From an optimization exercise on the open Yosys and OpenROAD flow, aimed at small area, a short achievable clock period and few clock cycles per item; shortcuts taken in it are not production practice. In this exercise RTL edits were held to simulation tests only and were not proved equivalent to the original.

// md_iter_unit
module md_iter_unit #(
  parameter int unsigned WIDTH = 32
) (
  input  logic             clk,
  input  logic             rst_n,
  input  logic             start,
  input  logic [2:0]       funct3,
  input  logic [WIDTH-1:0] op1,
  input  logic [WIDTH-1:0] op2,
  input  logic             flush,
  output logic             busy,
  output logic             done,
  output logic [WIDTH-1:0] result,
  output logic             zero
);
export LEC_CHECK = 0
export CAP_MARGIN = 20
export CORE_MARGIN = 2
export CORE_UTILIZATION = 40
export PLACE_DENSITY = 0.6
export SLEW_MARGIN = 20
create_clock -name core_clock -period 10.5 [get_ports {clk}]
standard.sh (not shown) runs the stock make flow with config.mk's settings and CLKGATE_MAP_FILE= SYNTH_SCRIPT=/design/flow/synth_recipe.tcl, a recipe that flattens the netlist after the stock synthesis.
==> flow/flow/run.sh <==
#!/bin/bash
# Standard ORFS layout with two changes in how it is made (clock, constraints and steps stay
# the design's): port buffers use buf_2 rather than the cell buffer_ports picks by default,
# and repair_timing is asked to leave the setup margin in flow/margin.txt.
set -euo pipefail
MARGIN=$(cat flow/margin.txt)
bash standard.sh SETUP_SLACK_MARGIN=$MARGIN \
  "BUFFER_PORTS_ARGS=-buffer_cell sky130_fd_sc_hd__buf_2" finish > flow_standard.log 2>&1
==> flow/flow/margin.txt <==
5.5
Testbench counts at the start, summed over its fixed seeds: cycles 160,991, items 24,000.
Then changed:
- CAP_MARGIN: 20 -> 10
- CTS_BUF_LIST: default -> sky130_fd_sc_hd__clkbuf_8
- CTS_CLUSTER_SIZE: default -> 20
- SLEW_MARGIN: 20 -> 10
=>
- via count came out lower slightly
- die area does not change
- synthesized cell count does not change
- design area stays flat
- utilization stays flat
- setup slack gains 140 ps
- worst hold slack gains 12 ps
- area after synthesis stays the same
- count of clock-buffer cells in the layout is unchanged

* * *

Starting RTL as in the previous note.
Settings: LEC_CHECK=0, CAP_MARGIN=10, CORE_MARGIN=2, CORE_UTILIZATION=40, CTS_BUF_LIST=sky130_fd_sc_hd__clkbuf_4 sky130_fd_sc_hd__clkbuf_8, CTS_CLUSTER_SIZE=30, PLACE_DENSITY=0.6, SLEW_MARGIN=10; clock period 10.5 ns.
Scripts as last shown in full above: flow/flow/run.sh, flow/flow/margin.txt
Testbench counts at the start, summed over its fixed seeds: cycles 160,991, items 24,000.
Change:
==> flow/config.mk (replaced) <==
export PLATFORM = sky130hd
export DESIGN_NAME = md_iter_unit
export DESIGN_NICKNAME = md_iter_unit
export VERILOG_FILES = /design/flow/design.v
export SDC_FILE = /design/flow/constraint.sdc
export NUM_CORES = 4
export LEC_CHECK = 0
export CAP_MARGIN = 20
export CORE_MARGIN = 2
export CORE_UTILIZATION = 60
export PLACE_DENSITY = 0.75
export SLEW_MARGIN = 20
- The new run produced a clean layout
- cell area goes down by 0.86%
- clock skew goes up by 0.0037 ns
Change:
==> flow/flow/run.sh (replaced) <==
#!/bin/bash
# Standard ORFS layout, with repair_timing asked to leave more setup slack than config.mk
# settings allow (the clock and all constraints stay the design's).
set -euo pipefail
MARGIN=$(cat flow/margin.txt)
bash standard.sh SETUP_SLACK_MARGIN=$MARGIN finish > flow_standard.log 2>&1
--- a/flow/config.mk
+++ b/flow/config.mk
@@ -8,5 +8,5 @@
 export CAP_MARGIN = 20
 export CORE_MARGIN = 2
-export CORE_UTILIZATION = 60
-export PLACE_DENSITY = 0.75
+export CORE_UTILIZATION = 40
+export PLACE_DENSITY = 0.6
 export SLEW_MARGIN = 20
What happened:
- core utilization came out lower by 20 points
- global-route usage drops by 12 points
- cell count came out higher by 6.4%
- worst setup slack is worse by 0.11 ns
- via count drops by 1.9%
- fmax goes down by 2.2%
- synthesized area stays the same
- clock skew shrinks by 0.0087 ns

* * *

Setup of 04-22:
Another version of the RTL of md_iter_unit (not shown whole).
Size: roughly 3000 cells after synthesis, roughly 180 flip-flops, about 110 I/O pins, roughly 22000 sq um of cells after synthesis.
clock: 10.5 ns
lec_check: 0
cap_margin: 10
core_margin: 2
core_utilization: 40
place_density: 0.6
slew_margin: 10
==> flow/flow/run.sh <==
#!/bin/bash
# Standard ORFS layout with two changes in how it is made (clock, constraints and steps stay
# the design's): port buffers use buf_2 rather than the cell buffer_ports picks by default,
# and repair_timing is asked to leave the setup margin in flow/margin.txt.
set -euo pipefail
MARGIN=$(cat flow/margin.txt)
bash standard.sh SETUP_SLACK_MARGIN=$MARGIN \
  "BUFFER_PORTS_ARGS=-buffer_cell sky130_fd_sc_hd__buf_2" finish > flow_standard.log 2>&1
==> flow/flow/margin.txt <==
6.0
Testbench counts of 04-22, summed over its fixed seeds: cycles 147,735, items 24,000.
Changes in 01-24 relative to 04-22:
==> flow/flow/margin.txt <==
5.25
Results
- Summary of the comparison: utilization is lower in 01-24, relative to 04-22.
- Via count of the first global-routing pass for 01-24: about 0.7% down relative to 04-22
- Taking 04-22 as the reference, in 01-24 global routing met1 resource utilization shows a reduction of 0.60 points; via total after detailed routing shows a reduction of about 3%; area growth from synthesis to layout shows a reduction of 11 points.
- Looking at origin of the worst setup path, the acc_q[46]$_SDFF_PN0_ result is from 04-22; the funct3[2] one comes from 01-24.
- Against 04-22, 01-24 comes in 0.0041 ns higher on worst slack on hold paths.

-- static timing again, ports no longer ideal --
No port has a modelled driver above. Below, the same layouts with a new extraction and two added sets of constraints.
Step 1, drivers: a clkbuf_16 drives clk and a buf_2 each remaining input, both assumed.
Step 2 adds t to the input delays and takes it off the output delays; t is the mean of the earliest and latest rising clock arrival at the registers after step 1. Input paths then give back, and output paths get back, about the clock's delay inside the block.
Three values: no drivers, after step 1, after step 2; two values: the first two.
run	t, ns	setup WS [ns]	worst hold slack (ns)	latest minus earliest clock arrival (ns)
the first run of note 1	0.570	5.520 / 5.461 / 5.762	0.544 / 0.544 / 0.544	0.019 / 0.020
the second run of note 1	0.665	5.662 / 5.604 / 5.701	0.556 / 0.556 / 0.556	0.022 / 0.023
the first run of note 2	0.665	5.662 / 5.604 / 5.701	0.556 / 0.556 / 0.556	0.022 / 0.023
the second run of note 2	0.530	5.557 / 5.506 / 5.649	0.560 / 0.560 / 0.560	0.027 / 0.027
the third run of note 2	0.570	5.447 / 5.388 / 5.406	0.546 / 0.546 / 0.546	0.020 / 0.020
04-22	0.565	5.837 / 5.776 / 5.314	0.465 / 0.465 / 0.465	0.014 / 0.014
01-24	0.567	5.379 / 5.376 / 4.848	0.469 / 0.469 / 0.469	0.013 / 0.013
After both steps setup and hold are still met in every run listed. For 01-24, which loses most, drivers alone change the setup slack by -0.003 ns; drivers and shift together by -0.531 ns.
